This is an optimization exercise on Yosys and OpenROAD, whose aim is small area, a short achievable clock period and few clock cycles per item, not a production implementation.
At most, simulation tests tie the RTL to the original design; equivalence was not proved.

== run X ==
// polyline_length_accumulator_core
module polyline_length_accumulator_core (
    input  logic        i_clk,
    input  logic        i_rst_n,
    input  logic        i_in_valid,
    output logic        o_in_stall,
    input  logic [15:0] i_in_x,
    input  logic [15:0] i_in_y,
    input  logic        i_in_last,
    output logic        o_out_valid,
    input  logic        i_out_stall,
    output logic [31:0] o_out_length,
    output logic [15:0] o_out_count
);
    logic        xfer;
    logic [16:0] root;
    logic        seg, last;
    pla_ctrl #(.M(3)) u_ctrl (
        .i_clk        (i_clk),
        .i_rst_n      (i_rst_n),
        .i_in_valid   (i_in_valid),
        .i_in_last    (i_in_last),
        .o_in_stall   (o_in_stall),
        .o_xfer       (xfer),
        .i_root       (root),
        .i_seg        (seg),
        .i_last       (last),
        .o_out_valid  (o_out_valid),
        .i_out_stall  (i_out_stall),
        .o_out_length (o_out_length),
        .o_out_count  (o_out_count)
    );
    pla_dp u_dp (
        .i_clk     (i_clk),
        .i_rst_n   (i_rst_n),
        .i_xfer    (xfer),
        .i_in_x    (i_in_x),
        .i_in_y    (i_in_y),
        .i_in_last (i_in_last),
        .o_root    (root),
        .o_seg     (seg),
        .o_last    (last)
    );
endmodule
clock: 10.0 ns
lec_check: 0
abc_area: 1
cap_margin: 20
core_margin: 2
core_utilization: 40
slew_margin: 20
standard.sh (not shown) runs the stock make flow with config.mk's settings and CLKGATE_MAP_FILE= SYNTH_SCRIPT=/design/flow/synth_recipe.tcl, a recipe that flattens the netlist after the stock synthesis.
==> flow/flow/run.sh <==
#!/bin/bash
# the standard layout (the standard.sh: unchanged synthesis, floorplan,
# placement, clock tree, routing), with its timing repair aimed at a shorter
# period than the clock's: setup repair keeps going until each path has the
# margin below, instead of stopping once the 10 ns clock is met
bash standard.sh SETUP_SLACK_MARGIN=${MARGIN:-6.5} TNS_END_PERCENT=100 finish > standard.log 2>&1
Run X | status: complete | timing, DRC, antenna: pass
[inputs] run P vs run X
- CTS_CLUSTER_DIAMETER newly set to 60
- CTS_CLUSTER_SIZE newly set to 25
- CTS_BUF_LIST newly set to sky130_fd_sc_hd__clkbuf_16
==> flow/flow/run.sh <==
#!/bin/bash
# the standard layout (the standard.sh: unchanged synthesis, floorplan,
# placement, clock tree, routing) with two changes to how it is made:
# - every input and output port still gets its buffer, but a plain buf_2
#   instead of the delay-cell buffer that buffer_ports picks by itself
# - timing repair aims at a shorter period than the clock's: setup repair
#   keeps going until each path has the margin below, instead of stopping
#   once the 10 ns clock is met
bash standard.sh SETUP_SLACK_MARGIN=6.5 TNS_END_PERCENT=100 \
    "BUFFER_PORTS_ARGS=-buffer_cell sky130_fd_sc_hd__buf_2" finish > standard.log 2>&1
### Flow results
- Going from run X to run P, the sequential share of cell area was found to have gone up by 0.72 points.
- Run P: count of plain and timing-repair buffers in the layout about 1.3% below run X
- Higher ratio of final minimum period to clock period was reported by run X, not run P.
No run of this note included a check of the RTL's function; only the layout flow was run.

## job 2211
Another version of the RTL of polyline_length_accumulator_core (not shown whole).
Size in the first run: ~690 flip-flops.
==> flow/config.mk <==
export PLATFORM = sky130hd
export DESIGN_NAME = polyline_length_accumulator_core
export DESIGN_NICKNAME = polyline_length_accumulator_core
export VERILOG_FILES = /design/flow/design.v
export SDC_FILE = /design/flow/constraint.sdc
export NUM_CORES = 4
export LEC_CHECK = 0
export CAP_MARGIN = 20
export CORE_MARGIN = 2
export CORE_UTILIZATION = 40
export CTS_BUF_LIST = sky130_fd_sc_hd__clkbuf_16
export CTS_CLUSTER_DIAMETER = 80
export CTS_CLUSTER_SIZE = 30
export SLEW_MARGIN = 20
==> flow/constraint.sdc <==
create_clock -name core_clock -period 10.0 [get_ports {i_clk}]
set_input_delay 2.0000 -clock core_clock [delete_from_list [all_inputs] [get_ports {i_clk}]]
set_output_delay 2.0000 -clock core_clock [all_outputs]
set_load 0.01 [all_outputs]
==> flow/flow/run.sh <==
#!/bin/bash
# the standard layout (the standard.sh: unchanged synthesis, floorplan,
# placement, clock tree, routing) with two changes to how it is made:
# - every input and output port still gets its buffer, but a plain buf_2
#   instead of the delay-cell buffer that buffer_ports picks by itself
# - timing repair aims at a shorter period than the clock's: setup repair
#   keeps going until each path has the margin below, instead of stopping
#   once the 10 ns clock is met
bash standard.sh SETUP_SLACK_MARGIN=6.5 TNS_END_PERCENT=100 \
    "BUFFER_PORTS_ARGS=-buffer_cell sky130_fd_sc_hd__buf_2" finish > standard.log 2>&1
Testbench counts of job 2211, summed over its fixed seeds: cycles 7,066, points 6,831.
## Diff of input files: job 1028 against job 2211
Settings: an added ABC_AREA of 1.
==> flow/flow/run.sh <==
#!/bin/bash
# the standard layout (the standard.sh: unchanged synthesis, floorplan,
# placement, clock tree, routing), with its timing repair aimed at a shorter
# period than the clock's: setup repair keeps going until each path has the
# margin below, instead of stopping once the 10 ns clock is met
bash standard.sh SETUP_SLACK_MARGIN=${MARGIN:-6.5} TNS_END_PERCENT=100 finish > standard.log 2>&1
--- outcome ---
Taking job 2211 as the reference, in job 1028 routed metal-1 wire length now sits higher, sequential cell area fraction in the yosys report decreased 2.2 points, proportion of cell area occupied by multi-input gates went down, post-CTS setup buffer count moved down. Diff job 2211 -> job 1028: register fraction of the total cell area decreased by 0.98 points relative to the old numbers; instance count on the critical path decreased by 19 relative to the old numbers. The count of plain and timing-repair buffers in job 1028 is 0.77 times that in job 2211. Diff job 2211 -> job 1028 | synthesis-to-finish area growth | decrease of 3.2 points. In job 1028, the final area came out about 2.8% above the value in job 2211.
Input changes introduced in job 9509 (baseline for comparison: job 1028):
Settings: CTS_BUF_LIST now sky130_fd_sc_hd__clkbuf_4 sky130_fd_sc_hd__clkbuf_8, was sky130_fd_sc_hd__clkbuf_16; CTS_CLUSTER_DIAMETER no longer set, was 80; CTS_CLUSTER_SIZE now 25, was 30.
- Job 9509: all stages complete, timing, DRC and antenna checks passed
- Changes observed in job 9509 relative to job 1028: final cycle utilization of the critical path shows no meaningful change, cell area shows an increase of about 2.8%.
- Going from job 1028 to job 9509, clock-buffer cell count climbed about 360%; area overhead of the layout relative to synthesis up 3.1 points; worst setup slack held steady.
- There was hardly any difference in fmax between job 1028 and job 9509.
- Of job 9509 and job 1028, job 1028 shows the lower critical path depth, with job 9509 above it.
- The highest-delay cell along the critical path comes out sky130_fd_sc_hd__clkdlybuf4s50_1 in one run and sky130_fd_sc_hd__dfxtp_4 in the other, namely in job 1028 and job 9509 respectively.
- Summary of the comparison: sum of routed wire length over all layers is higher in job 9509, relative to job 1028.
Changes in job 9045 relative to job 9509:
Settings: CTS_BUF_LIST: sky130_fd_sc_hd__clkbuf_4 sky130_fd_sc_hd__clkbuf_8 -> sky130_fd_sc_hd__clkbuf_16; CTS_CLUSTER_DIAMETER: unset -> 80; CTS_CLUSTER_SIZE: 25 -> 30.
==> flow/flow/run.sh <==
#!/bin/bash
# the standard layout (the standard.sh: unchanged synthesis, floorplan,
# placement, clock tree, routing) with two changes to how it is made:
# - every input and output port still gets its buffer, but a plain buf_2
#   instead of the delay-cell buffer that buffer_ports picks by itself
# - timing repair aims at a shorter period than the clock's: setup repair
#   keeps going until each path has the margin below, instead of stopping
#   once the 10 ns clock is met
bash standard.sh SETUP_SLACK_MARGIN=6.3 TNS_END_PERCENT=100 \
    "BUFFER_PORTS_ARGS=-buffer_cell sky130_fd_sc_hd__buf_2" finish > standard.log 2>&1
### Flow results
- Job 9045 did not stop at any stage, and its layout met the timing, design-rule and antenna checks.
- Lower post-route fraction of the period consumed by the critical path among job 9509 and job 9045: job 9509
- Compared with job 9509, job 9045 shows a lower post-route core utilization.
- Measured against each other, job 9509 and job 9045 differ in time the final worst path needs with I/O delays and setup, the higher figure coming from job 9045.
- Re depth of the critical timing path with buffers and inverters included: job 9045 is 14 down on job 9509.
- Compared with job 9509, in job 9045 worst setup slack now smaller; register-to-register slack now smaller.
- Taking job 9509 over job 9045, the cell area ratio works out to 1.06.
- On maximum level of the CTS H-tree: between job 9509 and job 9045, it ends up lower for job 9045.

Another version of the RTL of polyline_length_accumulator_core (not shown whole).
Size in the first run: about 4,100 cells after synthesis, ~0.036 sq mm of cells after synthesis.
Settings: LEC_CHECK=0, ABC_AREA=1, CAP_MARGIN=20, CORE_MARGIN=2, CORE_UTILIZATION=40, CTS_BUF_LIST=sky130_fd_sc_hd__clkbuf_16, CTS_CLUSTER_DIAMETER=80, CTS_CLUSTER_SIZE=30, GPL_ROUTABILITY_DRIVEN=0, SLEW_MARGIN=20; clock period 10.0 ns.
==> flow/flow/run.sh <==
#!/bin/bash
# the standard layout (the standard.sh: unchanged synthesis, floorplan,
# placement, clock tree, routing) with two changes to how it is made:
# - every input and output port still gets its buffer, but a plain buf_2
#   instead of the delay-cell buffer that buffer_ports picks by itself
# - timing repair aims at a shorter period than the clock's: setup repair
#   keeps going until each path has the margin below, instead of stopping
#   once the 10 ns clock is met
bash standard.sh SETUP_SLACK_MARGIN=6.5 TNS_END_PERCENT=100 \
    "BUFFER_PORTS_ARGS=-buffer_cell sky130_fd_sc_hd__buf_2" finish > standard.log 2>&1
The first run produced a clean layout.
Testbench counts at the start, summed over its fixed seeds: cycles 7,029, points 6,831.
==> next run, changes <==
- GPL_ROUTABILITY_DRIVEN: 0 -> unset
- PLACE_DENSITY: unset -> 0.75
The new run finished clean.
Final area barely changes.
Worst setup slack improved by 0.082 ns.
Sequential share of layout area climbs by 0.17 points.
==> next run, changes <==
- ABC_AREA: 1 -> unset
- PLACE_DENSITY: 0.75 -> unset
=> Setup slack is worse by 1.3 ns; count of clock-buffer cells in the layout does not change; design area falls slightly; utilization grows by 1.2 points; hold slack improves by 0.022 ns; critical path depth fell by 1.
==> next run, changes <==
- ABC_AREA: unset -> 1
Result: The changed run passed the timing, design-rule and antenna checks. Area after synthesis goes up by 4.5%. Count of clock-buffer cells in the layout goes up by 1. Utilization goes down by 0.97 points. Fmax goes up by 40%.
==> next run, changes <==
--- a/flow/flow/run.sh
+++ b/flow/flow/run.sh
@@ -8,3 +8,3 @@
 #   once the 10 ns clock is met
-bash standard.sh SETUP_SLACK_MARGIN=6.5 TNS_END_PERCENT=100 \
+bash standard.sh SETUP_SLACK_MARGIN=6.6 TNS_END_PERCENT=100 \
     "BUFFER_PORTS_ARGS=-buffer_cell sky130_fd_sc_hd__buf_2" finish > standard.log 2>&1
=> Worst setup slack degrades by 0.13 ns. Routed wire length goes up by about 1.8%. Global-route usage hardly moves. Design area is higher by about 2.3%. Final cell count climbs by about 1.1%. Via count rose by 1.3%. First-iteration DRC count climbs by about 8%. Area after synthesis is unchanged.

RTL: one of the versions met above, not the one the previous note started from.
Size: ~690 flip-flops, roughly 0.039 mm^2 of cells after synthesis.
clock: 10.0 ns
lec_check: 0
abc_area: 1
cap_margin: 20
core_margin: 2
core_utilization: 40
slew_margin: 20
==> flow/flow/run.sh <==
#!/bin/bash
# the standard layout (the standard.sh: unchanged synthesis, floorplan,
# placement, clock tree, routing), with its timing repair aimed at a shorter
# period than the clock's: setup repair keeps going until each path has the
# margin below, instead of stopping once the 10 ns clock is met
bash standard.sh SETUP_SLACK_MARGIN=6.8 TNS_END_PERCENT=100 finish > standard.log 2>&1
The starting point completed without violations.
Testbench counts at the start, summed over its fixed seeds: cycles 7,066, points 6,831.
Rerun with:
==> flow/flow/run.sh (replaced) <==
#!/bin/bash
# the standard layout (the standard.sh: unchanged synthesis, floorplan,
# placement, clock tree, routing) with two changes to how it is made:
# - every input and output port still gets its buffer, but a plain buf_2
#   instead of the delay-cell buffer that buffer_ports picks by itself
# - timing repair aims at a shorter period than the clock's: setup repair
#   keeps going until each path has the margin below, instead of stopping
#   once the 10 ns clock is met
bash standard.sh SETUP_SLACK_MARGIN=6.5 TNS_END_PERCENT=100 \
    "BUFFER_PORTS_ARGS=-buffer_cell sky130_fd_sc_hd__buf_2" finish > standard.log 2>&1
- CTS_BUF_LIST: not set -> sky130_fd_sc_hd__clkbuf_16
- CTS_CLUSTER_DIAMETER: not set -> 80
- CTS_CLUSTER_SIZE: not set -> 30
=> Clock skew came out higher by 0.010 ns; worst hold slack stays flat; global-route usage came out lower by 1.4 points; wire length came out lower by roughly a tenth; critical path depth came out lower by 7; final area came out lower by roughly a tenth; utilization came out lower by 4.9 points; cell count came out lower by a few percent; first-iteration DRC count came out lower slightly.
Rerun with:
==> flow/flow/run.sh (replaced) <==
#!/bin/bash
# the standard layout (the standard.sh: unchanged synthesis, floorplan,
# placement, clock tree, routing), with its timing repair aimed at a shorter
# period than the clock's: setup repair keeps going until each path has the
# margin below, instead of stopping once the 10 ns clock is met
bash standard.sh SETUP_SLACK_MARGIN=7.2 TNS_END_PERCENT=100 finish > standard.log 2>&1
- CTS_BUF_LIST: sky130_fd_sc_hd__clkbuf_16 -> not set
- CTS_CLUSTER_DIAMETER: 80 -> not set
- CTS_CLUSTER_SIZE: 30 -> not set
Result: The changed run finished with timing, DRC and antenna clean. Clock-buffer cell count grows by 61. Via count is higher by 8.4%. Die area stays the same.
Rerun with:
--- a/flow/flow/run.sh
+++ b/flow/flow/run.sh
@@ -5,2 +5,2 @@
 # margin below, instead of stopping once the 10 ns clock is met
-bash standard.sh SETUP_SLACK_MARGIN=7.2 TNS_END_PERCENT=100 finish > standard.log 2>&1
+bash standard.sh SETUP_SLACK_MARGIN=${MARGIN:-6.5} TNS_END_PERCENT=100 finish > standard.log 2>&1
Result: Design area goes down by 11%; sequential cell count stays the same; maximum frequency is lower by 2.8%; first-iteration DRC count decreases by 3.8%; register-to-register slack loses 0.095 ns.

Another version of the RTL of polyline_length_accumulator_core (not shown whole).
Size in the first run: ~4,500 cells after synthesis, about 690 flip-flops, roughly 87 I/O pins, about 39,000 um2 of cells after synthesis.
Settings: LEC_CHECK=0, ABC_AREA=1, CAP_MARGIN=20, CORE_MARGIN=2, CORE_UTILIZATION=40, CTS_BUF_LIST=sky130_fd_sc_hd__clkbuf_16, CTS_CLUSTER_DIAMETER=60, CTS_CLUSTER_SIZE=25, SLEW_MARGIN=20; clock period 10.0 ns.
==> flow/flow/run.sh <==
#!/bin/bash
# the standard layout (the standard.sh: unchanged synthesis, floorplan,
# placement, clock tree, routing), with its timing repair aimed at a shorter
# period than the clock's: setup repair keeps going until each path has the
# margin below, instead of stopping once the 10 ns clock is met
bash standard.sh SETUP_SLACK_MARGIN=${MARGIN:-6.5} TNS_END_PERCENT=100 finish > standard.log 2>&1
The starting point finished with timing, DRC and antenna clean.
Edit:
Settings changed: CTS_CLUSTER_DIAMETER 60 to 80, CTS_CLUSTER_SIZE 25 to 30.
=> The changed run completed with no timing, DRC or antenna violations. Cell count is about the same. Clock-buffer cell count fell by 13. Wire length rose by 0.58%. Worst hold slack is better by 0.037 ns. Core utilization shrinks by 0.12 points.
No run of this note included a check of the RTL's function; only the layout flow was run.

port drivers added, routing unchanged:
In the flow no input, the clock included, has a driving cell. The finished layouts below were timed again as built, in two steps.
Step 1, drivers: a clkbuf_16 drives i_clk and a buf_2 each remaining input, both assumed.
Step 2 also shifts input and output timing later by t, the mid clock arrival at the registers, as if the neighbouring blocks saw the same clock.
Three values: no drivers, after step 1, after step 2; two values: the first two.
run	t, ns	slack for setup (ns)	slew at the worst register clock pin (ns)
run X	0.680	6.587 / 6.528 / 5.963	0.07 / 0.07
run P	0.728	6.614 / 6.617 / 5.928	0.10 / 0.10
job 2211	0.656	5.699 / 5.699 / 5.699	0.11 / 0.11
job 1028	0.652	6.551 / 6.487 / 6.000	0.12 / 0.12
job 9509	0.780	6.549 / 6.521 / 5.873	0.07 / 0.07
job 9045	0.649	6.445 / 6.445 / 5.812	0.12 / 0.12
the first run of note 3	0.645	6.454 / 6.454 / 6.182	0.11 / 0.11
the second run of note 3	0.653	6.536 / 6.536 / 6.125	0.11 / 0.11
the third run of note 3	0.651	5.251 / 5.251 / 5.251	0.11 / 0.11
the fourth run of note 3	0.655	6.616 / 6.616 / 6.142	0.11 / 0.11
the fifth run of note 3	0.640	6.489 / 6.489 / 6.188	0.11 / 0.11
the first run of note 4	0.681	6.571 / 6.571 / 6.175	0.07 / 0.07
the second run of note 4	0.658	6.594 / 6.594 / 6.163	0.12 / 0.12
the third run of note 4	0.695	6.661 / 6.661 / 6.407	0.07 / 0.07
the fourth run of note 4	0.685	6.565 / 6.539 / 5.976	0.07 / 0.07
the first run of note 5	0.675	6.516 / 6.516 / 5.942	0.09 / 0.09
the second run of note 5	0.655	6.441 / 6.441 / 5.983	0.12 / 0.12
After both steps setup and hold are still met in every run listed. For run P, which loses most, drivers alone change the setup slack by +0.003 ns; drivers and shift together by -0.686 ns.
